This is an optimization exercise on Yosys and OpenROAD, whose aim is small area, not a production implementation. In this exercise RTL edits were held to simulation tests only and were not proved equivalent to the original. No activity file was given, so power comes from the tool's default toggle rates.

`config.mk`:
```
export PLATFORM = sky130hd
export DESIGN_NAME = memory_system
export DESIGN_NICKNAME = memory_system
export VERILOG_FILES = /design/flow/design.v
export SDC_FILE = /design/flow/constraint.sdc
export NUM_CORES = 4
export LEC_CHECK = 0
export CAP_MARGIN = 20
export CORE_MARGIN = 2
export CORE_UTILIZATION = 60
export CTS_BUF_LIST = sky130_fd_sc_hd__clkbuf_4 sky130_fd_sc_hd__clkbuf_8
export SLEW_MARGIN = 20
export SYNTH_HIERARCHICAL = 1
export SYNTH_MINIMUM_KEEP_SIZE = 0
```
`constraint.sdc`:
```
create_clock -name core_clock -period 5.0 [get_ports {clk}]
set_input_delay 1.0000 -clock core_clock [delete_from_list [all_inputs] [get_ports {clk}]]
set_output_delay 1.0000 -clock core_clock [all_outputs]
set_load 0.01 [all_outputs]
```
`design.v`:
```
package memory_map_pkg;
  localparam int unsigned DATA_W     = 8;
  localparam int unsigned ADDR_W     = 8;
  localparam int unsigned NUM_PORTS  = 4;
  localparam int unsigned PORT_BUS_W = NUM_PORTS * DATA_W;
  localparam int unsigned PROG_DEPTH = 128;
  localparam int unsigned RAM_DEPTH  = 96;
  localparam int unsigned MEM_IDX_W  = 7;
  localparam int unsigned PORT_IDX_W = 2;
  localparam logic [ADDR_W-1:0] PROG_BASE  = 8'h00;
  localparam logic [ADDR_W-1:0] PROG_LIMIT = 8'h7F;
  localparam logic [ADDR_W-1:0] RAM_BASE   = 8'h80;
  localparam logic [ADDR_W-1:0] RAM_LIMIT  = 8'hDF;
  localparam logic [ADDR_W-1:0] OUT_BASE   = 8'hE0;
  localparam logic [ADDR_W-1:0] OUT_LIMIT  = 8'hE3;
  localparam logic [ADDR_W-1:0] IN_BASE    = 8'hF0;
  localparam logic [ADDR_W-1:0] IN_LIMIT   = 8'hF3;
  localparam logic [MEM_IDX_W-1:0] LOAD_CNT_MAX = 7'h7F;
  typedef enum logic [1:0] {
    S_LOAD    = 2'd0,
    S_RELEASE = 2'd1,
    S_RUN     = 2'd2
  } load_state_t;
endpackage
module sync_2ff #(
  parameter int unsigned WIDTH = 1
) (
  input  logic             clk,
  input  logic             reset,
  input  logic [WIDTH-1:0] i_d,
  output logic [WIDTH-1:0] o_q
);
  logic [WIDTH-1:0] r_meta;
  logic [WIDTH-1:0] r_sync;
  always_ff @(posedge clk) begin
    r_meta <= i_d;
    r_sync <= r_meta;
  end
  assign o_q = r_sync;
endmodule
module memory_system #(
  parameter bit BOOT_LOAD = 1'b1
) (
  input  logic                  clk,
  input  logic                  reset,
  input  logic [memory_map_pkg::ADDR_W-1:0]     address,
  input  logic [memory_map_pkg::DATA_W-1:0]     to_memory,
  input  logic                  write,
  output logic [memory_map_pkg::DATA_W-1:0]     from_memory,
  output logic                  cpu_reset,
  input  logic                  load_valid,
  input  logic [memory_map_pkg::DATA_W-1:0]     load_data,
  input  logic                  load_last,
  output logic                  load_ready,
  input  logic [memory_map_pkg::PORT_BUS_W-1:0] port_in,
  output logic [memory_map_pkg::PORT_BUS_W-1:0] port_out
);
  localparam int unsigned DW = memory_map_pkg::DATA_W;
  localparam int unsigned PD = memory_map_pkg::PROG_DEPTH;
  localparam int unsigned RD = memory_map_pkg::RAM_DEPTH;
  localparam int unsigned NP = memory_map_pkg::NUM_PORTS;
  localparam int unsigned IW = memory_map_pkg::MEM_IDX_W;
  localparam int unsigned NH = RD + 2*NP;
  logic                  r_load_ready;
  logic                  r_cpu_reset;
  logic [IW-1:0]         r_load_cnt;
  logic [DW-1:0]         r_from_memory;
  logic [NP*DW-1:0]      r_port_out;
  logic [PD*DW-1:0]      r_prog;
  logic [RD*DW-1:0]      r_ram;
  logic [NP*DW-1:0]      r_sync_meta;
  logic [NP*DW-1:0]      r_sync;
  logic                  w_load_fire;
  logic                  w_load_done;
  logic                  w_wr_hi;
  logic [IW-1:0]         w_idx;
  logic [7:0]            w_lo_n;
  logic [15:0]           w_hi;
  logic [15:0]           w_hi_n;
  logic [15:0]           w_hi_ld_n;
  logic [RD/8-1:0]       w_hi_wr_n;
  logic [PD-1:0]         w_dec;
  logic [PD-1:0]         w_prog_we;
  logic [RD-1:0]         w_ram_we;
  logic [NP-1:0]         w_port_we;
  logic [NH-1:0]         w_hi_sel;
  logic [DW-1:0]         w_rd_data;
  logic                  w_wr_through;
  assign w_load_fire = r_load_ready & load_valid & ~reset;
  assign w_load_done = load_valid & (load_last | (&r_load_cnt));
  assign w_wr_hi     = write & ~r_cpu_reset & ~reset & address[7];
  always_ff @(posedge clk) begin
    if (reset) begin
      r_load_ready <= BOOT_LOAD;
      r_cpu_reset  <= 1'b1;
      r_load_cnt   <= '0;
    end else begin
      r_cpu_reset <= r_load_ready;
      if (r_load_ready && load_valid) begin
        r_load_cnt <= r_load_cnt + IW'(1);
        if (w_load_done) begin
          r_load_ready <= 1'b0;
        end
      end
    end
  end
  always_ff @(posedge clk) begin
    r_sync_meta <= port_in;
    r_sync      <= r_sync_meta;
  end
  assign w_idx = r_load_ready ? r_load_cnt : address[IW-1:0];
  always_comb begin
    for (int l = 0; l < 8; l++) begin
      w_lo_n[l] = ~(w_idx[2:0] == 3'(l));
    end
    for (int h = 0; h < 16; h++) begin
      w_hi[h]      = (w_idx[6:3] == 4'(h));
      w_hi_n[h]    = ~w_hi[h];
      w_hi_ld_n[h] = ~(w_hi[h] & w_load_fire);
    end
    for (int h = 0; h < RD/8; h++) begin
      w_hi_wr_n[h] = ~(w_hi[h] & w_wr_hi);
    end
  end
  for (genvar i = 0; i < PD; i++) begin : g_row
    cell_nor2 u_dec (.i_a(w_lo_n[i%8]), .i_b(w_hi_n[i/8]),    .o_y(w_dec[i]));
    cell_nor2 u_pwe (.i_a(w_lo_n[i%8]), .i_b(w_hi_ld_n[i/8]), .o_y(w_prog_we[i]));
    if (i < RD) begin : g_ram
      cell_nor2 u_rwe (.i_a(w_lo_n[i%8]), .i_b(w_hi_wr_n[i/8]), .o_y(w_ram_we[i]));
    end
  end
  for (genvar k = 0; k < NP; k++) begin : g_pwe
    assign w_port_we[k] = w_wr_hi & w_dec[RD + k];
  end
  for (genvar i = 0; i < PD; i++) begin : g_prog
    always_ff @(posedge clk) begin
      if (w_prog_we[i]) begin
        r_prog[i*DW +: DW] <= load_data;
      end
    end
  end
  for (genvar i = 0; i < RD; i++) begin : g_ram
    always_ff @(posedge clk) begin
      if (w_ram_we[i]) begin
        r_ram[i*DW +: DW] <= to_memory;
      end
    end
  end
  for (genvar k = 0; k < NP; k++) begin : g_port
    always_ff @(posedge clk) begin
      if (reset) begin
        r_port_out[k*DW +: DW] <= '0;
      end else if (w_port_we[k]) begin
        r_port_out[k*DW +: DW] <= to_memory;
      end
    end
  end
  assign w_hi_sel = {w_dec[RD+16 +: NP], w_dec[RD +: NP], w_dec[RD-1:0]};
  for (genvar b = 0; b < DW; b++) begin : g_rd
    logic [PD-1:0] w_pcol;
    logic [NH-1:0] w_hcol;
    logic          w_p;
    logic          w_h;
    for (genvar i = 0; i < PD; i++) begin : g_p
      assign w_pcol[i] = r_prog[i*DW+b];
    end
    for (genvar i = 0; i < RD; i++) begin : g_r
      assign w_hcol[i] = r_ram[i*DW+b];
    end
    for (genvar k = 0; k < NP; k++) begin : g_k
      assign w_hcol[RD+k]    = r_port_out[k*DW+b];
      assign w_hcol[RD+NP+k] = r_sync[k*DW+b];
    end
    col_sel_prog u_psel (.i_d(w_pcol), .i_s(w_dec),    .o_y(w_p));
    col_sel_hi   u_hsel (.i_d(w_hcol), .i_s(w_hi_sel), .o_y(w_h));
    assign w_rd_data[b] = address[7] ? w_h : w_p;
  end
  assign w_wr_through = write & address[7] &
                        (~(address[6] & address[5]) | (address[4:2] == 3'b000));
  always_ff @(posedge clk) begin
    if (reset || r_cpu_reset) begin
      r_from_memory <= '0;
    end else if (w_wr_through) begin
      r_from_memory <= to_memory;
    end else begin
      r_from_memory <= w_rd_data;
    end
  end
  assign from_memory = r_from_memory;
  assign port_out    = r_port_out;
  assign cpu_reset   = r_cpu_reset;
  assign load_ready  = r_load_ready;
endmodule
module col_sel_prog (
  input  logic [127:0] i_d,
  input  logic [127:0] i_s,
  output logic o_y
);
  logic w_t0;
  cell_aoi222 u_t0 (.i_a1(i_d[0]), .i_a2(i_s[0]), .i_b1(i_d[1]), .i_b2(i_s[1]), .i_c1(i_d[2]), .i_c2(i_s[2]), .o_y(w_t0));
  logic w_t1;
  cell_aoi222 u_t1 (.i_a1(i_d[3]), .i_a2(i_s[3]), .i_b1(i_d[4]), .i_b2(i_s[4]), .i_c1(i_d[5]), .i_c2(i_s[5]), .o_y(w_t1));
  logic w_t2;
  cell_aoi222 u_t2 (.i_a1(i_d[6]), .i_a2(i_s[6]), .i_b1(i_d[7]), .i_b2(i_s[7]), .i_c1(i_d[8]), .i_c2(i_s[8]), .o_y(w_t2));
  logic w_t3;
  cell_aoi222 u_t3 (.i_a1(i_d[9]), .i_a2(i_s[9]), .i_b1(i_d[10]), .i_b2(i_s[10]), .i_c1(i_d[11]), .i_c2(i_s[11]), .o_y(w_t3));
  logic w_t4;
  cell_aoi222 u_t4 (.i_a1(i_d[12]), .i_a2(i_s[12]), .i_b1(i_d[13]), .i_b2(i_s[13]), .i_c1(i_d[14]), .i_c2(i_s[14]), .o_y(w_t4));
  logic w_t5;
  cell_aoi222 u_t5 (.i_a1(i_d[15]), .i_a2(i_s[15]), .i_b1(i_d[16]), .i_b2(i_s[16]), .i_c1(i_d[17]), .i_c2(i_s[17]), .o_y(w_t5));
  logic w_t6;
  cell_aoi222 u_t6 (.i_a1(i_d[18]), .i_a2(i_s[18]), .i_b1(i_d[19]), .i_b2(i_s[19]), .i_c1(i_d[20]), .i_c2(i_s[20]), .o_y(w_t6));
  logic w_t7;
  cell_aoi222 u_t7 (.i_a1(i_d[21]), .i_a2(i_s[21]), .i_b1(i_d[22]), .i_b2(i_s[22]), .i_c1(i_d[23]), .i_c2(i_s[23]), .o_y(w_t7));
  logic w_t8;
  cell_aoi222 u_t8 (.i_a1(i_d[24]), .i_a2(i_s[24]), .i_b1(i_d[25]), .i_b2(i_s[25]), .i_c1(i_d[26]), .i_c2(i_s[26]), .o_y(w_t8));
  logic w_t9;
  cell_aoi222 u_t9 (.i_a1(i_d[27]), .i_a2(i_s[27]), .i_b1(i_d[28]), .i_b2(i_s[28]), .i_c1(i_d[29]), .i_c2(i_s[29]), .o_y(w_t9));
  logic w_t10;
  cell_aoi222 u_t10 (.i_a1(i_d[30]), .i_a2(i_s[30]), .i_b1(i_d[31]), .i_b2(i_s[31]), .i_c1(i_d[32]), .i_c2(i_s[32]), .o_y(w_t10));
  logic w_t11;
  cell_aoi222 u_t11 (.i_a1(i_d[33]), .i_a2(i_s[33]), .i_b1(i_d[34]), .i_b2(i_s[34]), .i_c1(i_d[35]), .i_c2(i_s[35]), .o_y(w_t11));
  logic w_t12;
  cell_aoi222 u_t12 (.i_a1(i_d[36]), .i_a2(i_s[36]), .i_b1(i_d[37]), .i_b2(i_s[37]), .i_c1(i_d[38]), .i_c2(i_s[38]), .o_y(w_t12));
  logic w_t13;
  cell_aoi222 u_t13 (.i_a1(i_d[39]), .i_a2(i_s[39]), .i_b1(i_d[40]), .i_b2(i_s[40]), .i_c1(i_d[41]), .i_c2(i_s[41]), .o_y(w_t13));
  logic w_t14;
  cell_aoi222 u_t14 (.i_a1(i_d[42]), .i_a2(i_s[42]), .i_b1(i_d[43]), .i_b2(i_s[43]), .i_c1(i_d[44]), .i_c2(i_s[44]), .o_y(w_t14));
  logic w_t15;
  cell_aoi222 u_t15 (.i_a1(i_d[45]), .i_a2(i_s[45]), .i_b1(i_d[46]), .i_b2(i_s[46]), .i_c1(i_d[47]), .i_c2(i_s[47]), .o_y(w_t15));
  logic w_t16;
  cell_aoi222 u_t16 (.i_a1(i_d[48]), .i_a2(i_s[48]), .i_b1(i_d[49]), .i_b2(i_s[49]), .i_c1(i_d[50]), .i_c2(i_s[50]), .o_y(w_t16));
  logic w_t17;
  cell_aoi222 u_t17 (.i_a1(i_d[51]), .i_a2(i_s[51]), .i_b1(i_d[52]), .i_b2(i_s[52]), .i_c1(i_d[53]), .i_c2(i_s[53]), .o_y(w_t17));
  logic w_t18;
  cell_aoi222 u_t18 (.i_a1(i_d[54]), .i_a2(i_s[54]), .i_b1(i_d[55]), .i_b2(i_s[55]), .i_c1(i_d[56]), .i_c2(i_s[56]), .o_y(w_t18));
  logic w_t19;
  cell_aoi222 u_t19 (.i_a1(i_d[57]), .i_a2(i_s[57]), .i_b1(i_d[58]), .i_b2(i_s[58]), .i_c1(i_d[59]), .i_c2(i_s[59]), .o_y(w_t19));
  logic w_t20;
  cell_aoi222 u_t20 (.i_a1(i_d[60]), .i_a2(i_s[60]), .i_b1(i_d[61]), .i_b2(i_s[61]), .i_c1(i_d[62]), .i_c2(i_s[62]), .o_y(w_t20));
  logic w_t21;
  cell_aoi222 u_t21 (.i_a1(i_d[63]), .i_a2(i_s[63]), .i_b1(i_d[64]), .i_b2(i_s[64]), .i_c1(i_d[65]), .i_c2(i_s[65]), .o_y(w_t21));
  logic w_t22;
  cell_aoi222 u_t22 (.i_a1(i_d[66]), .i_a2(i_s[66]), .i_b1(i_d[67]), .i_b2(i_s[67]), .i_c1(i_d[68]), .i_c2(i_s[68]), .o_y(w_t22));
  logic w_t23;
  cell_aoi222 u_t23 (.i_a1(i_d[69]), .i_a2(i_s[69]), .i_b1(i_d[70]), .i_b2(i_s[70]), .i_c1(i_d[71]), .i_c2(i_s[71]), .o_y(w_t23));
  logic w_t24;
  cell_aoi222 u_t24 (.i_a1(i_d[72]), .i_a2(i_s[72]), .i_b1(i_d[73]), .i_b2(i_s[73]), .i_c1(i_d[74]), .i_c2(i_s[74]), .o_y(w_t24));
  logic w_t25;
  cell_aoi222 u_t25 (.i_a1(i_d[75]), .i_a2(i_s[75]), .i_b1(i_d[76]), .i_b2(i_s[76]), .i_c1(i_d[77]), .i_c2(i_s[77]), .o_y(w_t25));
  logic w_t26;
  cell_aoi222 u_t26 (.i_a1(i_d[78]), .i_a2(i_s[78]), .i_b1(i_d[79]), .i_b2(i_s[79]), .i_c1(i_d[80]), .i_c2(i_s[80]), .o_y(w_t26));
  logic w_t27;
  cell_aoi222 u_t27 (.i_a1(i_d[81]), .i_a2(i_s[81]), .i_b1(i_d[82]), .i_b2(i_s[82]), .i_c1(i_d[83]), .i_c2(i_s[83]), .o_y(w_t27));
  logic w_t28;
  cell_aoi222 u_t28 (.i_a1(i_d[84]), .i_a2(i_s[84]), .i_b1(i_d[85]), .i_b2(i_s[85]), .i_c1(i_d[86]), .i_c2(i_s[86]), .o_y(w_t28));
  logic w_t29;
  cell_aoi222 u_t29 (.i_a1(i_d[87]), .i_a2(i_s[87]), .i_b1(i_d[88]), .i_b2(i_s[88]), .i_c1(i_d[89]), .i_c2(i_s[89]), .o_y(w_t29));
  logic w_t30;
  cell_aoi222 u_t30 (.i_a1(i_d[90]), .i_a2(i_s[90]), .i_b1(i_d[91]), .i_b2(i_s[91]), .i_c1(i_d[92]), .i_c2(i_s[92]), .o_y(w_t30));
  logic w_t31;
  cell_aoi222 u_t31 (.i_a1(i_d[93]), .i_a2(i_s[93]), .i_b1(i_d[94]), .i_b2(i_s[94]), .i_c1(i_d[95]), .i_c2(i_s[95]), .o_y(w_t31));
  logic w_t32;
  cell_aoi222 u_t32 (.i_a1(i_d[96]), .i_a2(i_s[96]), .i_b1(i_d[97]), .i_b2(i_s[97]), .i_c1(i_d[98]), .i_c2(i_s[98]), .o_y(w_t32));
  logic w_t33;
  cell_aoi222 u_t33 (.i_a1(i_d[99]), .i_a2(i_s[99]), .i_b1(i_d[100]), .i_b2(i_s[100]), .i_c1(i_d[101]), .i_c2(i_s[101]), .o_y(w_t33));
  logic w_t34;
  cell_aoi222 u_t34 (.i_a1(i_d[102]), .i_a2(i_s[102]), .i_b1(i_d[103]), .i_b2(i_s[103]), .i_c1(i_d[104]), .i_c2(i_s[104]), .o_y(w_t34));
  logic w_t35;
  cell_aoi222 u_t35 (.i_a1(i_d[105]), .i_a2(i_s[105]), .i_b1(i_d[106]), .i_b2(i_s[106]), .i_c1(i_d[107]), .i_c2(i_s[107]), .o_y(w_t35));
  logic w_t36;
  cell_aoi222 u_t36 (.i_a1(i_d[108]), .i_a2(i_s[108]), .i_b1(i_d[109]), .i_b2(i_s[109]), .i_c1(i_d[110]), .i_c2(i_s[110]), .o_y(w_t36));
  logic w_t37;
  cell_aoi222 u_t37 (.i_a1(i_d[111]), .i_a2(i_s[111]), .i_b1(i_d[112]), .i_b2(i_s[112]), .i_c1(i_d[113]), .i_c2(i_s[113]), .o_y(w_t37));
  logic w_t38;
  cell_aoi222 u_t38 (.i_a1(i_d[114]), .i_a2(i_s[114]), .i_b1(i_d[115]), .i_b2(i_s[115]), .i_c1(i_d[116]), .i_c2(i_s[116]), .o_y(w_t38));
  logic w_t39;
  cell_aoi222 u_t39 (.i_a1(i_d[117]), .i_a2(i_s[117]), .i_b1(i_d[118]), .i_b2(i_s[118]), .i_c1(i_d[119]), .i_c2(i_s[119]), .o_y(w_t39));
  logic w_t40;
  cell_aoi222 u_t40 (.i_a1(i_d[120]), .i_a2(i_s[120]), .i_b1(i_d[121]), .i_b2(i_s[121]), .i_c1(i_d[122]), .i_c2(i_s[122]), .o_y(w_t40));
  logic w_t41;
  cell_aoi222 u_t41 (.i_a1(i_d[123]), .i_a2(i_s[123]), .i_b1(i_d[124]), .i_b2(i_s[124]), .i_c1(i_d[125]), .i_c2(i_s[125]), .o_y(w_t41));
  logic w_t42;
  cell_nand2 u_t42 (.i_a(i_d[126]), .i_b(i_s[126]), .o_y(w_t42));
  logic w_t43;
  cell_nand2 u_t43 (.i_a(i_d[127]), .i_b(i_s[127]), .o_y(w_t43));
  logic w_l0_0;
  cell_nand4 u_w_l0_0 (.i_a(w_t0), .i_b(w_t1), .i_c(w_t2), .i_d(w_t3), .o_y(w_l0_0));
  logic w_l0_1;
  cell_nand4 u_w_l0_1 (.i_a(w_t4), .i_b(w_t5), .i_c(w_t6), .i_d(w_t7), .o_y(w_l0_1));
  logic w_l0_2;
  cell_nand4 u_w_l0_2 (.i_a(w_t8), .i_b(w_t9), .i_c(w_t10), .i_d(w_t11), .o_y(w_l0_2));
  logic w_l0_3;
  cell_nand4 u_w_l0_3 (.i_a(w_t12), .i_b(w_t13), .i_c(w_t14), .i_d(w_t15), .o_y(w_l0_3));
  logic w_l0_4;
  cell_nand4 u_w_l0_4 (.i_a(w_t16), .i_b(w_t17), .i_c(w_t18), .i_d(w_t19), .o_y(w_l0_4));
  logic w_l0_5;
  cell_nand4 u_w_l0_5 (.i_a(w_t20), .i_b(w_t21), .i_c(w_t22), .i_d(w_t23), .o_y(w_l0_5));
  logic w_l0_6;
  cell_nand4 u_w_l0_6 (.i_a(w_t24), .i_b(w_t25), .i_c(w_t26), .i_d(w_t27), .o_y(w_l0_6));
  logic w_l0_7;
  cell_nand4 u_w_l0_7 (.i_a(w_t28), .i_b(w_t29), .i_c(w_t30), .i_d(w_t31), .o_y(w_l0_7));
  logic w_l0_8;
  cell_nand4 u_w_l0_8 (.i_a(w_t32), .i_b(w_t33), .i_c(w_t34), .i_d(w_t35), .o_y(w_l0_8));
  logic w_l0_9;
  cell_nand4 u_w_l0_9 (.i_a(w_t36), .i_b(w_t37), .i_c(w_t38), .i_d(w_t39), .o_y(w_l0_9));
  logic w_l0_10;
  cell_nand4 u_w_l0_10 (.i_a(w_t40), .i_b(w_t41), .i_c(w_t42), .i_d(w_t43), .o_y(w_l0_10));
  logic w_l1_0;
  cell_nor2 u_w_l1_0 (.i_a(w_l0_0), .i_b(w_l0_1), .o_y(w_l1_0));
  logic w_l1_1;
  cell_nor2 u_w_l1_1 (.i_a(w_l0_2), .i_b(w_l0_3), .o_y(w_l1_1));
  logic w_l1_2;
  cell_nor2 u_w_l1_2 (.i_a(w_l0_4), .i_b(w_l0_5), .o_y(w_l1_2));
  logic w_l1_3;
  cell_nor2 u_w_l1_3 (.i_a(w_l0_6), .i_b(w_l0_7), .o_y(w_l1_3));
  logic w_l1_4;
  cell_nor2 u_w_l1_4 (.i_a(w_l0_8), .i_b(w_l0_9), .o_y(w_l1_4));
  logic w_l1_5;
  assign w_l1_5 = ~w_l0_10;
  logic w_l2_0;
  cell_nand3 u_w_l2_0 (.i_a(w_l1_0), .i_b(w_l1_1), .i_c(w_l1_2), .o_y(w_l2_0));
  logic w_l2_1;
  cell_nand3 u_w_l2_1 (.i_a(w_l1_3), .i_b(w_l1_4), .i_c(w_l1_5), .o_y(w_l2_1));
  logic w_l3_0;
  cell_nor2 u_w_l3_0 (.i_a(w_l2_0), .i_b(w_l2_1), .o_y(w_l3_0));
  assign o_y = ~w_l3_0;
endmodule
module col_sel_hi (
  input  logic [103:0] i_d,
  input  logic [103:0] i_s,
  output logic o_y
);
  logic w_t0;
  cell_aoi222 u_t0 (.i_a1(i_d[0]), .i_a2(i_s[0]), .i_b1(i_d[1]), .i_b2(i_s[1]), .i_c1(i_d[2]), .i_c2(i_s[2]), .o_y(w_t0));
  logic w_t1;
  cell_aoi222 u_t1 (.i_a1(i_d[3]), .i_a2(i_s[3]), .i_b1(i_d[4]), .i_b2(i_s[4]), .i_c1(i_d[5]), .i_c2(i_s[5]), .o_y(w_t1));
  logic w_t2;
  cell_aoi222 u_t2 (.i_a1(i_d[6]), .i_a2(i_s[6]), .i_b1(i_d[7]), .i_b2(i_s[7]), .i_c1(i_d[8]), .i_c2(i_s[8]), .o_y(w_t2));
  logic w_t3;
  cell_aoi222 u_t3 (.i_a1(i_d[9]), .i_a2(i_s[9]), .i_b1(i_d[10]), .i_b2(i_s[10]), .i_c1(i_d[11]), .i_c2(i_s[11]), .o_y(w_t3));
  logic w_t4;
  cell_aoi222 u_t4 (.i_a1(i_d[12]), .i_a2(i_s[12]), .i_b1(i_d[13]), .i_b2(i_s[13]), .i_c1(i_d[14]), .i_c2(i_s[14]), .o_y(w_t4));
  logic w_t5;
  cell_aoi222 u_t5 (.i_a1(i_d[15]), .i_a2(i_s[15]), .i_b1(i_d[16]), .i_b2(i_s[16]), .i_c1(i_d[17]), .i_c2(i_s[17]), .o_y(w_t5));
  logic w_t6;
  cell_aoi222 u_t6 (.i_a1(i_d[18]), .i_a2(i_s[18]), .i_b1(i_d[19]), .i_b2(i_s[19]), .i_c1(i_d[20]), .i_c2(i_s[20]), .o_y(w_t6));
  logic w_t7;
  cell_aoi222 u_t7 (.i_a1(i_d[21]), .i_a2(i_s[21]), .i_b1(i_d[22]), .i_b2(i_s[22]), .i_c1(i_d[23]), .i_c2(i_s[23]), .o_y(w_t7));
  logic w_t8;
  cell_aoi222 u_t8 (.i_a1(i_d[24]), .i_a2(i_s[24]), .i_b1(i_d[25]), .i_b2(i_s[25]), .i_c1(i_d[26]), .i_c2(i_s[26]), .o_y(w_t8));
  logic w_t9;
  cell_aoi222 u_t9 (.i_a1(i_d[27]), .i_a2(i_s[27]), .i_b1(i_d[28]), .i_b2(i_s[28]), .i_c1(i_d[29]), .i_c2(i_s[29]), .o_y(w_t9));
  logic w_t10;
  cell_aoi222 u_t10 (.i_a1(i_d[30]), .i_a2(i_s[30]), .i_b1(i_d[31]), .i_b2(i_s[31]), .i_c1(i_d[32]), .i_c2(i_s[32]), .o_y(w_t10));
  logic w_t11;
  cell_aoi222 u_t11 (.i_a1(i_d[33]), .i_a2(i_s[33]), .i_b1(i_d[34]), .i_b2(i_s[34]), .i_c1(i_d[35]), .i_c2(i_s[35]), .o_y(w_t11));
  logic w_t12;
  cell_aoi222 u_t12 (.i_a1(i_d[36]), .i_a2(i_s[36]), .i_b1(i_d[37]), .i_b2(i_s[37]), .i_c1(i_d[38]), .i_c2(i_s[38]), .o_y(w_t12));
  logic w_t13;
  cell_aoi222 u_t13 (.i_a1(i_d[39]), .i_a2(i_s[39]), .i_b1(i_d[40]), .i_b2(i_s[40]), .i_c1(i_d[41]), .i_c2(i_s[41]), .o_y(w_t13));
  logic w_t14;
  cell_aoi222 u_t14 (.i_a1(i_d[42]), .i_a2(i_s[42]), .i_b1(i_d[43]), .i_b2(i_s[43]), .i_c1(i_d[44]), .i_c2(i_s[44]), .o_y(w_t14));
  logic w_t15;
  cell_aoi222 u_t15 (.i_a1(i_d[45]), .i_a2(i_s[45]), .i_b1(i_d[46]), .i_b2(i_s[46]), .i_c1(i_d[47]), .i_c2(i_s[47]), .o_y(w_t15));
  logic w_t16;
  cell_aoi222 u_t16 (.i_a1(i_d[48]), .i_a2(i_s[48]), .i_b1(i_d[49]), .i_b2(i_s[49]), .i_c1(i_d[50]), .i_c2(i_s[50]), .o_y(w_t16));
  logic w_t17;
  cell_aoi222 u_t17 (.i_a1(i_d[51]), .i_a2(i_s[51]), .i_b1(i_d[52]), .i_b2(i_s[52]), .i_c1(i_d[53]), .i_c2(i_s[53]), .o_y(w_t17));
  logic w_t18;
  cell_aoi222 u_t18 (.i_a1(i_d[54]), .i_a2(i_s[54]), .i_b1(i_d[55]), .i_b2(i_s[55]), .i_c1(i_d[56]), .i_c2(i_s[56]), .o_y(w_t18));
  logic w_t19;
  cell_aoi222 u_t19 (.i_a1(i_d[57]), .i_a2(i_s[57]), .i_b1(i_d[58]), .i_b2(i_s[58]), .i_c1(i_d[59]), .i_c2(i_s[59]), .o_y(w_t19));
  logic w_t20;
  cell_aoi222 u_t20 (.i_a1(i_d[60]), .i_a2(i_s[60]), .i_b1(i_d[61]), .i_b2(i_s[61]), .i_c1(i_d[62]), .i_c2(i_s[62]), .o_y(w_t20));
  logic w_t21;
  cell_aoi222 u_t21 (.i_a1(i_d[63]), .i_a2(i_s[63]), .i_b1(i_d[64]), .i_b2(i_s[64]), .i_c1(i_d[65]), .i_c2(i_s[65]), .o_y(w_t21));
  logic w_t22;
  cell_aoi222 u_t22 (.i_a1(i_d[66]), .i_a2(i_s[66]), .i_b1(i_d[67]), .i_b2(i_s[67]), .i_c1(i_d[68]), .i_c2(i_s[68]), .o_y(w_t22));
  logic w_t23;
  cell_aoi222 u_t23 (.i_a1(i_d[69]), .i_a2(i_s[69]), .i_b1(i_d[70]), .i_b2(i_s[70]), .i_c1(i_d[71]), .i_c2(i_s[71]), .o_y(w_t23));
  logic w_t24;
  cell_aoi222 u_t24 (.i_a1(i_d[72]), .i_a2(i_s[72]), .i_b1(i_d[73]), .i_b2(i_s[73]), .i_c1(i_d[74]), .i_c2(i_s[74]), .o_y(w_t24));
  logic w_t25;
  cell_aoi222 u_t25 (.i_a1(i_d[75]), .i_a2(i_s[75]), .i_b1(i_d[76]), .i_b2(i_s[76]), .i_c1(i_d[77]), .i_c2(i_s[77]), .o_y(w_t25));
  logic w_t26;
  cell_aoi222 u_t26 (.i_a1(i_d[78]), .i_a2(i_s[78]), .i_b1(i_d[79]), .i_b2(i_s[79]), .i_c1(i_d[80]), .i_c2(i_s[80]), .o_y(w_t26));
  logic w_t27;
  cell_aoi222 u_t27 (.i_a1(i_d[81]), .i_a2(i_s[81]), .i_b1(i_d[82]), .i_b2(i_s[82]), .i_c1(i_d[83]), .i_c2(i_s[83]), .o_y(w_t27));
  logic w_t28;
  cell_aoi222 u_t28 (.i_a1(i_d[84]), .i_a2(i_s[84]), .i_b1(i_d[85]), .i_b2(i_s[85]), .i_c1(i_d[86]), .i_c2(i_s[86]), .o_y(w_t28));
  logic w_t29;
  cell_aoi222 u_t29 (.i_a1(i_d[87]), .i_a2(i_s[87]), .i_b1(i_d[88]), .i_b2(i_s[88]), .i_c1(i_d[89]), .i_c2(i_s[89]), .o_y(w_t29));
  logic w_t30;
  cell_aoi222 u_t30 (.i_a1(i_d[90]), .i_a2(i_s[90]), .i_b1(i_d[91]), .i_b2(i_s[91]), .i_c1(i_d[92]), .i_c2(i_s[92]), .o_y(w_t30));
  logic w_t31;
  cell_aoi222 u_t31 (.i_a1(i_d[93]), .i_a2(i_s[93]), .i_b1(i_d[94]), .i_b2(i_s[94]), .i_c1(i_d[95]), .i_c2(i_s[95]), .o_y(w_t31));
  logic w_t32;
  cell_aoi222 u_t32 (.i_a1(i_d[96]), .i_a2(i_s[96]), .i_b1(i_d[97]), .i_b2(i_s[97]), .i_c1(i_d[98]), .i_c2(i_s[98]), .o_y(w_t32));
  logic w_t33;
  cell_aoi222 u_t33 (.i_a1(i_d[99]), .i_a2(i_s[99]), .i_b1(i_d[100]), .i_b2(i_s[100]), .i_c1(i_d[101]), .i_c2(i_s[101]), .o_y(w_t33));
  logic w_t34;
  cell_nand2 u_t34 (.i_a(i_d[102]), .i_b(i_s[102]), .o_y(w_t34));
  logic w_t35;
  cell_nand2 u_t35 (.i_a(i_d[103]), .i_b(i_s[103]), .o_y(w_t35));
  logic w_l0_0;
  cell_nand4 u_w_l0_0 (.i_a(w_t0), .i_b(w_t1), .i_c(w_t2), .i_d(w_t3), .o_y(w_l0_0));
  logic w_l0_1;
  cell_nand4 u_w_l0_1 (.i_a(w_t4), .i_b(w_t5), .i_c(w_t6), .i_d(w_t7), .o_y(w_l0_1));
  logic w_l0_2;
  cell_nand4 u_w_l0_2 (.i_a(w_t8), .i_b(w_t9), .i_c(w_t10), .i_d(w_t11), .o_y(w_l0_2));
  logic w_l0_3;
  cell_nand4 u_w_l0_3 (.i_a(w_t12), .i_b(w_t13), .i_c(w_t14), .i_d(w_t15), .o_y(w_l0_3));
  logic w_l0_4;
  cell_nand4 u_w_l0_4 (.i_a(w_t16), .i_b(w_t17), .i_c(w_t18), .i_d(w_t19), .o_y(w_l0_4));
  logic w_l0_5;
  cell_nand4 u_w_l0_5 (.i_a(w_t20), .i_b(w_t21), .i_c(w_t22), .i_d(w_t23), .o_y(w_l0_5));
  logic w_l0_6;
  cell_nand4 u_w_l0_6 (.i_a(w_t24), .i_b(w_t25), .i_c(w_t26), .i_d(w_t27), .o_y(w_l0_6));
  logic w_l0_7;
  cell_nand4 u_w_l0_7 (.i_a(w_t28), .i_b(w_t29), .i_c(w_t30), .i_d(w_t31), .o_y(w_l0_7));
  logic w_l0_8;
  cell_nand4 u_w_l0_8 (.i_a(w_t32), .i_b(w_t33), .i_c(w_t34), .i_d(w_t35), .o_y(w_l0_8));
  logic w_l1_0;
  cell_nor2 u_w_l1_0 (.i_a(w_l0_0), .i_b(w_l0_1), .o_y(w_l1_0));
  logic w_l1_1;
  cell_nor2 u_w_l1_1 (.i_a(w_l0_2), .i_b(w_l0_3), .o_y(w_l1_1));
  logic w_l1_2;
  cell_nor2 u_w_l1_2 (.i_a(w_l0_4), .i_b(w_l0_5), .o_y(w_l1_2));
  logic w_l1_3;
  cell_nor2 u_w_l1_3 (.i_a(w_l0_6), .i_b(w_l0_7), .o_y(w_l1_3));
  logic w_l1_4;
  assign w_l1_4 = ~w_l0_8;
  logic w_l2_0;
  cell_nand3 u_w_l2_0 (.i_a(w_l1_0), .i_b(w_l1_1), .i_c(w_l1_2), .o_y(w_l2_0));
  logic w_l2_1;
  cell_nand2 u_w_l2_1 (.i_a(w_l1_3), .i_b(w_l1_4), .o_y(w_l2_1));
  logic w_l3_0;
  cell_nor2 u_w_l3_0 (.i_a(w_l2_0), .i_b(w_l2_1), .o_y(w_l3_0));
  assign o_y = ~w_l3_0;
endmodule
module cell_aoi222 (
  input  logic i_a1,
  input  logic i_a2,
  input  logic i_b1,
  input  logic i_b2,
  input  logic i_c1,
  input  logic i_c2,
  output logic o_y
);
  assign o_y = ~((i_a1 & i_a2) | (i_b1 & i_b2) | (i_c1 & i_c2));
endmodule
module cell_nand2 (
  input  logic i_a,
  input  logic i_b,
  output logic o_y
);
  assign o_y = ~(i_a & i_b);
endmodule
module cell_nand3 (
  input  logic i_a,
  input  logic i_b,
  input  logic i_c,
  output logic o_y
);
  assign o_y = ~(i_a & i_b & i_c);
endmodule
module cell_nand4 (
  input  logic i_a,
  input  logic i_b,
  input  logic i_c,
  input  logic i_d,
  output logic o_y
);
  assign o_y = ~(i_a & i_b & i_c & i_d);
endmodule
module cell_nor2 (
  input  logic i_a,
  input  logic i_b,
  output logic o_y
);
  assign o_y = ~(i_a | i_b);
endmodule
```
`run.sh`:
```
#!/bin/bash
# synth_recipe.tcl (not shown) runs the flow's synth.tcl, then flattens the netlist and writes it again
# the make line also repeats each setting of config.mk as NAME=value (left out here)
make -C /OpenROAD-flow-scripts/flow DESIGN_CONFIG=/design/flow/config.mk WORK_HOME=/design/flow/orfs CLKGATE_MAP_FILE= SYNTH_SCRIPT=/design/flow/synth_recipe.tcl finish
```
==> impl_metrics.tcl, run 1 <==
set metrics [dict create \
    outcome "complete, no violations" \
    grt_max_degree 76 \
    cts_resized 0 \
    area_delta_synth_final_pct 14.5 \
    slew_viol_final 0 \
    rr_worst_depth 14 \
    clockRootBuffer "clkbuf_8" \
    yosys_warnings 7 \
    cts_sinks 1905 \
    cts_setup_buffers 0 \
    met2RoutedLength_um 87500 \
    h-tree-depth 5 \
    leakage_uw 0.0241 \
    syn_nets 3588 \
    holdWs_ns 0.320 \
    fin_nets 4109 \
    vias_per_cell 7.02 \
    worst_pin_slew_ns 1.16 \
    slew_headroom_pct 22.6 \
    synthesis.area_um2 67000 \
    met1_length_um 72400 \
    vdd_drop_max_v 0.000315 \
    p_int_uw 24600 \
    holdCritPathClass "reg -> reg" \
    synth.distinct_cells 39 \
    final_core_util_pct 69.3 \
    min_from "r_sync_meta[10]$_DFF_P_" \
    clk_pin_slew_ns 0.06 \
    end_kind "register" \
    num_vias 40300 \
    setup_viol 0 \
    drtIter0Drc 8128 \
    hold_depth 0 \
    die_height_um 338 \
    grt_pass1_vias 38800 \
    synth-seq-cells 1905 \
    fin_crit_sh_pct 94.6 \
    hpwl_um 122000 \
    synth_edf_count 1792 \
    power_per_cell_area_nw_per_um2 405 \
    overflow 0 \
    holdPathEnd "r_sync[10]$_DFF_P_" \
    fmax_mhz 211 \
    startpoint_type "register" \
    cp_max_fo 21 \
    io-pin-count 103 \
    synth_seq_area_share_pct 83.7 \
    power_uw 31100 \
    arrival_ns 5.54 \
    skew_ns 0.0405 \
    dr.pass1.iters 13 \
    port-buffer-count 102 \
    worstPathRequired_ns 5.81 \
    wl_um 188000 \
    rrSetupSlack_ns 0.27 \
    die_x_um 338 \
    grt_util_all_layers_pct 32.9 \
    crit_type "reg -> reg" \
    finalHoldViolations 0 \
    wl_met3_um 23700 \
    p_seq_share_pct 56.3 \
    cts_buffer_depth 4 \
    numCtsBuffers 310 \
    drtAntennaViolNets 0 \
    pwr-share-clk_pct 40.6 \
    r2r-start "r_load_ready$_SDFFE_PP1P_" \
    synth_ff_type "edfxtp_1" \
    synth_area_leaders "edfxtp_1, a222oi_1, dfxtp_1" \
    routedWlPerCell_um 32.8 \
    ctsHoldBuffers 0 \
    gp_congestion 0.893 \
    synth_top_cell_by_area "edfxtp_1" \
    top_layer "met5" \
    rsz0062_at_grt "no" \
    coreArea_um2 111000 \
    worstSkewPairLatency_ns 0.98 \
    dieArea_um2 114000 \
    rows 122 \
    synthArstFlopShare_pct 0 \
    p_sw_uw 6540 \
    worstReg2RegEnd "r_from_memory[4]$_SDFF_PP0_" \
    p_sw_share_pct 21.0 \
    grt_pass1_wl_um 267000 \
    combPwrFrac_pct 3.1 \
    min_period_ns 4.73 \
    final_cell_count_no_fill 5745 \
    drive_above_1_share_pct 16.1 \
    syn_inst 3526 \
    tritoncts "built" \
    start_util_pct 60.5 \
    dpl.cell_count 5223 \
    yosysTopAreaCellShare_pct 80.4 \
    drv_cap 0 \
    drc 0 \
    antenna_found_initial 10 \
    avgSynthCellArea_um2 19.0 \
]
[registers in the layout (all words and copies together), names as in the netlist]
name / cells
r_load_cnt: 7
r_prog: 1024
r_sync_meta: 32
r_ram: 768
r_from_memory: 8
r_load_ready: 1
r_port_out: 32
r_cpu_reset: 1
r_sync: 32
[power groups by stage]
stage	registers (uW)	clock network, uW	logic, uW
final	17500	12600	960
after global routing	17500	13500	998
after CTS	17500	12800	939
after detailed placement	17800	0	937
after global placement	17800	0	920
after floorplan	17800	0	271
[worst max-delay path, stage by stage, from the launching register on]
cell and delay [ns]:
dfxtp_1 0.78, buf_4 0.32, o21ai_1 0.11, buf_4 0.16, nand2_1 0.38, nor2_1 0.36, buf_4 0.27, a222oi_1 0.44
nand4_1 0.28, nor2_1 0.34, nand3_1 0.58, nor2_1 0.29, inv_1 0.06, mux2i_1 0.12, a21oi_1 0.08
[final cells by class]
class                           instances  area [um^2]
Tap cell                             1488         1860
Sequential cell                      1905        56100
Clock inverter                        100          576
Fill cell                            7163        34000
Inverter                               43          161
Clock buffer                          417         5160
Antenna cell                            5         12.5
Timing Repair Buffer                  271         2390
Multi-Input combinational cell       1516        10400
[Yosys stat by module (local to each module, per instance)]
| module | cell area (um^2) | flip-flops and latches | times used | cells |
|---|---|---|---|---|
| memory_system | 57800 | 1905 | 1 | 2222 |
| cell_aoi222 | 10.0 | 0 | 608 | 1 |
| col_sel_hi | 7.51 | 0 | 8 | 2 |
| col_sel_prog | 7.51 | 0 | 8 | 2 |
| cell_nand4 | 6.26 | 0 | 160 | 1 |
| cell_nand3 | 5.00 | 0 | 24 | 1 |
| cell_nand2 | 3.75 | 0 | 40 | 1 |
| cell_nor2 | 3.75 | 0 | 440 | 1 |
[cells by family after synthesis]
group / count (synthesis) / synth area share [%]
muxes: 10 / 0.151
DFF: 1905 / 83.7
buffers and inverters: 105 / 0.815
adders and majority gates: 1 / 0.0187
AOI/OAI and AO/OA: 712 / 9.96
and+or+nand+nor: 791 / 5.28
xor gates and xnor gates: 2 / 0.0262
[cell usage after synthesis (3+ instances only)]
master / instances
inv_1: 43
o32ai_1: 4
a32o_1: 3
mux2i_1: 9
a21oi_1: 46
or3_1: 4
nand2_1: 86
o21ai_1: 20
buf_2: 10
edfxtp_1: 1792
clkbuf_1: 16
nand4_1: 162
o31ai_1: 8
buf_4: 33
nor2_1: 449
o21ai_0: 19
dfxtp_1: 113
a222oi_1: 608
nand3_1: 78
[cells in the final DEF (no fill, tap or decap), drive strengths merged, types with 4 or more instances in the layout]
| master | synthesis | layout |
|---|---|---|
| clkinv | 0 | 83 |
| nor2 | 449 | 449 |
| nand2 | 87 | 87 |
| o32ai | 4 | 4 |
| diode | 0 | 5 |
| nand3 | 78 | 78 |
| clkinvlp | 0 | 8 |
| or3 | 4 | 4 |
| dfxtp | 113 | 113 |
| mux2i | 9 | 9 |
| o31ai | 8 | 8 |
| buf | 46 | 185 |
| clkbuf | 16 | 417 |
| bufinv | 0 | 4 |
| inv | 43 | 48 |
| a21oi | 46 | 46 |
| nand4 | 162 | 162 |
| edfxtp | 1792 | 1792 |
| a222oi | 608 | 608 |
| clkdlybuf4s50 | 0 | 86 |
| o21ai | 39 | 39 |
[per-layer routing]
| metal | GRT usage [%] | vias to the layer above |
|---|---|---|
| met5 | 0 | - |
| met4 | 9.30 | 12 |
| met3 | 7.78 | 291 |
| met2 | 50.6 | 2934 |
| met1 | 47.9 | 20500 |
| li1 | - | 16600 |
[stage by stage]
step / instance area (um^2) / setup TNS [ns] / worst slack [ns]
6_report: 76700 / 0 / 0.269
5_1_grt: 76700 / 0 / 0.0415
4_1_cts: 76600 / 0 / 0.390
3_5_place_dp: 70900 / -0.428 / -0.298
3_3_place_gp: 70900 / -0.750 / -0.446
2_1_floorplan: 67000 / 0 / 1.50
[worst max path at each step]
stage,start,to,slack (ns),cells past startpoint
floorplan,address[0],r_port_out[10]$_SDFFE_PP0P_,1.50,8
global placement,address[4],r_from_memory[4]$_SDFF_PP0_,-0.45,15
detailed placement,address[4],r_from_memory[4]$_SDFF_PP0_,-0.30,15
CTS,r_load_ready$_SDFFE_PP1P_,r_from_memory[4]$_SDFF_PP0_,0.39,14
global route,r_load_ready$_SDFFE_PP1P_,r_from_memory[4]$_SDFF_PP0_,0.04,15
finish,r_load_ready$_SDFFE_PP1P_,r_from_memory[4]$_SDFF_PP0_,0.27,14
==> run 2, diff against run 1 <==
--- a/config.mk
+++ b/config.mk
@@ -9,4 +9,3 @@
 export CORE_MARGIN = 2
-export CORE_UTILIZATION = 60
-export CTS_BUF_LIST = sky130_fd_sc_hd__clkbuf_4 sky130_fd_sc_hd__clkbuf_8
+export CORE_UTILIZATION = 40
 export SLEW_MARGIN = 20
==> impl_metrics.tcl, run 2 <==
set metrics [dict create \
    outcome "complete, no violations" \
    use_met2_pct 33.1 \
    h-tree-depth 4 \
    cts_sinks 1905 \
    largest_register_ff_count 1024 \
    arrival_ns 5.08 \
    use_met3_pct 4.30 \
    min_from "r_sync_meta[8]$_DFF_P_" \
    synth_edf_count 1792 \
    final_core_util_pct 46.9 \
    r2r-start "r_load_ready$_SDFFE_PP1P_" \
    power_per_cell_area_nw_per_um2 407 \
    die_height_um 413 \
    crit_type "reg -> reg" \
    rows 150 \
    skew_ns 0.0270 \
    synth.distinct_cells 39 \
    synth_ff_type "edfxtp_1" \
    hpwl_um 123000 \
    slowest_stage "dfxtp_1" \
    synthesis.area_um2 67000 \
    stdcell_area_um2 78200 \
    p_seq_share_pct 55.0 \
    tritoncts "built" \
    cp_max_fo 18 \
    worstPathRequired_ns 5.68 \
    syn_nets 3588 \
    synthArstFlopShare_pct 0 \
    worst_pin_slew_ns 1.18 \
    p_sw_uw 6640 \
    synth_area_leaders "edfxtp_1, a222oi_1, dfxtp_1" \
    pwr-share-clk_pct 41.8 \
    fin_nets 4063 \
    num_vias 39600 \
    drtAntennaViolNets 0 \
    coreArea_um2 167000 \
    max_stage_delay_ns 0.68 \
    synth_top_cell_by_area "edfxtp_1" \
    cts_setup_buffers 0 \
    numCtsBuffers 182 \
    p_int_uw 25200 \
    layout_commonest_cell "edfxtp_1" \
    startpoint_type "register" \
    grt_pass1_vias 37700 \
    gp_congestion 0.908 \
    post-synth-top-count-cell "edfxtp_1" \
    dieArea_um2 171000 \
    slew_headroom_pct 21.2 \
    combPwrFrac_pct 3.2 \
    start_util_pct 40.2 \
    antenna_found_initial 10 \
    dr.pass1.iters 14 \
    grt_util_all_layers_pct 21.7 \
    synth_seq_area_share_pct 83.7 \
    grt_busiest_layer "met2" \
    end_kind "register" \
    fin_crit_sh_pct 88.1 \
    cts_resized 0 \
    setup_viol 0 \
    slew_viol_final 0 \
    clockRootBuffer "clkbuf_16" \
    fmax_mhz 227 \
    p_sw_share_pct 20.9 \
    crit_family "simple AND/OR/NAND/NOR gates" \
    grt_pass1_wl_um 269000 \
    vdd_drop_max_v 0.000285 \
    synth_common_cells "edfxtp_1, a222oi_1, nor2_1" \
    rsz0062_at_grt "no" \
    port-buffer-count 102 \
    area_delta_synth_final_pct 16.8 \
    avgSynthCellArea_um2 19.0 \
    finalHoldViolations 0 \
    leakage_uw 0.0243 \
    die_x_um 413 \
    clk_pin_slew_ns 0.06 \
    ctsHoldBuffers 0 \
    routedWlPerCell_um 29.7 \
    drive_above_1_share_pct 13.3 \
    worstPathCellList "buf_4 -> o32ai_2 -> buf_4 -> nand2_1 -> nor2_1 -> buf_4 -> a222oi_1 -> nand4_1 -> nor2_1 -> nand3_1 -> nor2_1 -> inv_1 -> mux2i_1 -> a21oi_1" \
    drc 0 \
    synth-seq-cells 1905 \
    drv_cap 0 \
    vias_per_cell 6.23 \
    crit_start "r_load_ready$_SDFFE_PP1P_" \
    holdCritPathClass "reg -> reg" \
    drtIter0Drc 8048 \
    wl_um 189000 \
    worstSkewPairLatency_ns 0.82 \
    rrSetupSlack_ns 0.60 \
    overflow 0 \
    reg.largest.list "r_prog x1024, r_ram x768" \
    grt_max_degree 73 \
    io-pin-count 103 \
    yosys_warnings 7 \
    min_period_ns 4.40 \
    layout_common_cells "edfxtp_1, a222oi_1, nor2_1" \
    use_met1_pct 31.4 \
    yosysTopAreaCellShare_pct 80.4 \
    placed_area_um2 72400 \
    regMostFlops "r_prog" \
    syn_inst 3526 \
    crit_buf_inv 4 \
    cts_buffer_depth 3 \
]
## run 2: changes by cell type in the layout (fill, tap and decap cells not counted), moves of 22 or more
cell	before	now
clkinv_1	60	38
clkbuf_8	324	2
buf_4	174	255
clkbuf_1	0	41
clkbuf_4	93	0
clkbuf_16	0	184
## run 2: worst reg2reg max path, stage by stage (launching register included)
cell and delay [ns]:
dfxtp_1 0.68, buf_4 0.33, o32ai_2 0.12, buf_4 0.20, nand2_1 0.44, nor2_1 0.37
buf_4 0.30, a222oi_1 0.46, nand4_1 0.30, nor2_1 0.43, nand3_1 0.24, nor2_1 0.13
inv_1 0.04, mux2i_1 0.14, a21oi_1 0.09
## run 2: layout make-up
cell class	count	area (um^2)
fill	14000	88500
clock buffer	227	4790
antenna	2	5.00
timing repair buffer	353	3010
clock inverter	105	967
multi-input combinational	1516	10400
sequential	1905	56100
inverter	43	161
tap	2204	2760
## run 2: final timing paths
| path | endpoint | cells past startpoint |
|---|---|---|
| setup / recovery | r_from_memory[2]$_SDFF_PP0_ | 14 |
| hold / removal | r_sync[8]$_DFF_P_ | 0 |
| setup reg to reg | r_from_memory[2]$_SDFF_PP0_ | 14 |
| hold reg to reg | r_sync[8]$_DFF_P_ | 0 |
## run 2: cell families (layout without fill, tap and decap cells)
group / Yosys count / count (layout) / synth area share, %
muxes: 10 / 10 / 0.151
other: 0 / 2 / 0
buffers and inverters: 105 / 728 / 0.815
adders and majority gates: 1 / 1 / 0.0187
xor gates and xnor gates: 2 / 2 / 0.0262
and+or+nand+nor: 791 / 791 / 5.28
DFF: 1905 / 1905 / 83.7
AOI/OAI and AO/OA: 712 / 712 / 9.96
## run 2: layer usage
| layer | vias to the layer above | wire, um |
|---|---|---|
| met3 | 325 | 21100 |
| met1 | 20300 | 75100 |
| li1 | 16500 | - |
| met5 | - | 77 |
| met4 | 12 | 5630 |
| met2 | 2455 | 86900 |
## run 2: modules after synthesis (local to each module, per instance)
| module | cells inside | flops+latches | times used |
|---|---|---|---|
| memory_system | 2222 | 1905 | 1 |
| cell_nand3 | 1 | 0 | 24 |
| cell_nor2 | 1 | 0 | 440 |
| col_sel_prog | 2 | 0 | 8 |
| cell_nand2 | 1 | 0 | 40 |
| col_sel_hi | 2 | 0 | 8 |
| cell_aoi222 | 1 | 0 | 608 |
| cell_nand4 | 1 | 0 | 160 |
## run 2: through the flow
stage / power [uW] / std cells / worst slack (ns) / hold WS [ns] / setup TNS [ns]
finish: 31800 / 6355 / 0.597 / 0.326 / 0
global route: 32600 / 6353 / 0.521 / 0.329 / 0
global placement: 18800 / 6021 / -0.0291 / 0.312 / -0.0291
detailed placement: 18800 / 6021 / -0.00825 / 0.312 / -0.00825
CTS: 32000 / 6353 / 0.636 / 0.326 / 0
floorplan: 18100 / 3526 / 1.50 / 0.310 / 0
## run 2: power groups by stage
stage	sequential, uW	clock (uW)	combinational, uW
after floorplan	17800	0	271
after global placement	17800	0	987
after detailed placement	17800	0	990
after CTS	17500	13500	992
after global routing	17500	14100	1050
final	17500	13300	1010
==> run 3, diff against run 2 <==
--- a/config.mk
+++ b/config.mk
@@ -9,3 +9,6 @@
 export CORE_MARGIN = 2
-export CORE_UTILIZATION = 40
+export CORE_UTILIZATION = 50
+export CTS_BUF_LIST = sky130_fd_sc_hd__clkbuf_8 sky130_fd_sc_hd__clkbuf_16
+export CTS_CLUSTER_DIAMETER = 80
+export CTS_CLUSTER_SIZE = 30
 export SLEW_MARGIN = 20
==> impl_metrics.tcl, run 3 <==
set metrics [dict create \
    outcome "complete, no violations" \
    overflow 0 \
    fmax_mhz 225 \
    synth_ff_type "edfxtp_1" \
    holdCritPathClass "reg -> reg" \
    drive_above_1_share_pct 12.3 \
    area_delta_synth_final_pct 12.4 \
    synth.distinct_cells 39 \
    coreArea_um2 133000 \
    drc 0 \
    grt_max_degree 75 \
    fin_nets 4036 \
    antenna_found_initial 7 \
    h-tree-depth 3 \
    reg.largest.list "r_prog x1024, r_ram x768" \
    dieArea_um2 137000 \
    rsz0062_at_grt "no" \
    grt_pass1_vias 37100 \
    p_sw_share_pct 21.3 \
    die_height_um 370 \
    multiInputGateArea_um2 10500 \
    worstPathCellList "o21ai_1 -> buf_4 -> nand2_1 -> nor2_1 -> buf_4 -> a222oi_1 -> nand4_1 -> nor2_1 -> nand2_1 -> nor2_1 -> inv_1 -> mux2i_1 -> a21oi_1" \
    slowest_stage "dfxtp_1" \
    vias_per_cell 6.68 \
    hpwl_um 122000 \
    worstReg2RegEnd "r_from_memory[5]$_SDFF_PP0_" \
    wl_um 184000 \
    p_seq_share_pct 64.8 \
    gp_congestion 0.901 \
    clockRootBuffer "clkbuf_16" \
    p_int_uw 21200 \
    layout_commonest_cell "edfxtp_1" \
    drv_cap 0 \
    holdWs_ns 0.328 \
    stdcell_area_um2 75200 \
    rrSetupSlack_ns 0.55 \
    skew_ns 0.0414 \
    cp_max_fo 24 \
    max_stage_delay_ns 0.90 \
    slew_viol_final 0 \
    synthArstFlopShare_pct 0 \
    synth_edf_count 1792 \
    cts_buffer_depth 3 \
    syn_nets 3588 \
    post-synth-top-count-cell "edfxtp_1" \
    tritoncts "built" \
    rr_worst_depth 13 \
    combPwrFrac_pct 3.8 \
    syn_inst 3526 \
    port-buffer-count 102 \
    synth_seq_area_share_pct 83.7 \
    synth-seq-cells 1905 \
    placed_area_um2 72500 \
    grt_pass1_wl_um 263000 \
    cp_common_cell "nor2_1" \
    die_x_um 370 \
    slew_headroom_pct 25.4 \
    holdPathEnd "r_sync[13]$_DFF_P_" \
    clk_pin_slew_ns 0.11 \
    worst_pin_slew_ns 1.12 \
    r2r-start "r_load_ready$_SDFFE_PP1P_" \
    synth_top_cell_by_area "edfxtp_1" \
    worstSkewPairLatency_ns 0.75 \
    synth_common_cells "edfxtp_1, a222oi_1, nor2_1" \
    layout_common_cells "edfxtp_1, a222oi_1, nor2_1" \
    synth_area_leaders "edfxtp_1, a222oi_1, dfxtp_1" \
    avgSynthCellArea_um2 19.0 \
    largest_register_ff_count 1024 \
    min_from "r_sync_meta[13]$_DFF_P_" \
    fin_crit_sh_pct 88.9 \
    synthesis.area_um2 67000 \
    yosys_warnings 7 \
    num_vias 38800 \
    finalSetupTns_ns 0 \
    regMostFlops "r_prog" \
    cts_sinks 1905 \
    grt_util_all_layers_pct 26.6 \
    dr.pass1.iters 13 \
    worstPathRequired_ns 5.62 \
    crit_type "reg -> reg" \
    start_util_pct 50.3 \
    setup_viol 0 \
    p_sw_uw 5740 \
    ctsHoldBuffers 0 \
    pwr-share-clk_pct 31.4 \
    power_uw 27000 \
    numCtsBuffers 82 \
    yosysTopAreaCellShare_pct 80.4 \
    n_fill_cell 10200 \
    min_period_ns 4.45 \
    cts_setup_buffers 0 \
    final_core_util_pct 56.5 \
    leakage_uw 0.0234 \
    cts_resized 0 \
    end_kind "register" \
    drtIter0Drc 7762 \
    finalHoldViolations 0 \
    arrival_ns 5.06 \
    rows 134 \
    hold_depth 0 \
    drtAntennaViolNets 0 \
    vdd_drop_max_v 0.000274 \
    startpoint_type "register" \
    io-pin-count 103 \
    seqCellArea_um2 56100 \
    routedWlPerCell_um 31.7 \
    power_per_cell_area_nw_per_um2 358 \
]
-- run 3: power groups by stage --
stage               Combinational (uW)  Sequential [uW]  Clock, uW
detailed placement                1010            17800          0
global placement                  1000            17800          0
global route                      1060            17500       9130
floorplan                          271            17800          0
finish                            1020            17500       8470
CTS                               1010            17500       8610
-- run 3: stage by stage --
| stage | setup WS, ns | instances |
|---|---|---|
| global placement | -0.0682 | 5657 |
| CTS | 0.702 | 5800 |
| finish | 0.555 | 5801 |
| global route | 0.437 | 5800 |
| floorplan | 1.50 | 3526 |
| detailed placement | -0.0340 | 5658 |
-- run 3: worst max-delay path by stage --
stage	start	end	slack [ns]	cells after the start
final	r_load_ready$_SDFFE_PP1P_	r_from_memory[5]$_SDFF_PP0_	0.55	13
after global routing	r_load_ready$_SDFFE_PP1P_	r_from_memory[4]$_SDFF_PP0_	0.44	13
after CTS	r_load_ready$_SDFFE_PP1P_	r_from_memory[4]$_SDFF_PP0_	0.70	13
after detailed placement	address[4]	r_from_memory[4]$_SDFF_PP0_	-0.03	15
after global placement	address[3]	r_from_memory[5]$_SDFF_PP0_	-0.07	15
after floorplan	address[0]	r_port_out[10]$_SDFFE_PP0P_	1.50	8
-- run 3: cells by family (layout without fill, tap and decap cells) --
family,count (synthesis),after routing,synth area share [%]
compound gates,712,712,9.96
xor+xnor,2,2,0.0262
fa+ha+maj,1,1,0.0187
buf+inv,105,611,0.815
flops,1905,1905,83.7
mux,10,10,0.151
other cells,0,1,0
simple gates,791,791,5.28
-- run 3: worst max-delay path: cells and delay by family (launching register included) --
kind,cells,cell delay [ns]
buffers and inverters,3,0.63
muxes,1,0.12
AOI/OAI and AO/OA,3,1.22
and+or+nand+nor,6,1.44
DFF,1,0.90
-- run 3: routing by layer --
| layer | global-route usage, % | vias to the layer above | routed length, um |
|---|---|---|---|
| met5 | 0 | - | 13 |
| met4 | 8.28 | 2 | 5730 |
| met3 | 3.64 | 248 | 18700 |
| met2 | 41.8 | 2389 | 86300 |
| met1 | 38.9 | 19800 | 73400 |
| li1 | - | 16300 | - |
-- run 3: layout make-up --
| type | instances | area share, % |
|---|---|---|
| antenna | 1 | 0.00333 |
| inverter | 43 | 0.215 |
| multi-input combinational | 1516 | 13.9 |
| tap | 1768 | 2.94 |
| sequential | 1905 | 74.5 |
| clock inverter | 54 | 0.757 |
| clock buffer | 88 | 2.88 |
| timing repair buffer | 426 | 4.78 |
-- run 3: Yosys stat by module, one instance, submodules excluded --
module | cell area, um^2 | times used
memory_system | 57800 | 1
cell_nand2 | 3.75 | 40
cell_aoi222 | 10.0 | 608
col_sel_hi | 7.51 | 8
cell_nand4 | 6.26 | 160
col_sel_prog | 7.51 | 8
cell_nor2 | 3.75 | 440
cell_nand3 | 5.00 | 24

## separate check: timing with driven ports
Ports are ideal in the flow. The routed layouts listed here were re-timed in OpenROAD.
Step 1: set_driving_cell puts a clkbuf_16 on clk and a buf_2 on each other input, an assumption about the parent block.
Step 2 adds t to the input delays and takes it off the output delays; t is the mean of the earliest and latest rising clock arrival at the registers after step 1. Input paths then give back, and output paths get back, about the clock's delay inside the block.
Three values: ideal ports, drivers, drivers and shift; two values: the first two.
run	t, ns	setup slack, ns	hold WS [ns]	worst setup path at the end
run 1	1.030	0.269 / 0.269 / -0.413	0.320 / 0.320 / 0.320	input to register
run 2	0.891	0.597 / 0.597 / -0.201	0.326 / 0.326 / 0.326	input to register
run 3	0.803	0.555 / 0.555 / -0.165	0.328 / 0.328 / 0.328	input to register
With both steps, setup timing fails in every run listed, where it was met with ideal ports. For run 2, which loses most, drivers alone change the setup slack by 0.000 ns; drivers and shift together by -0.798 ns.
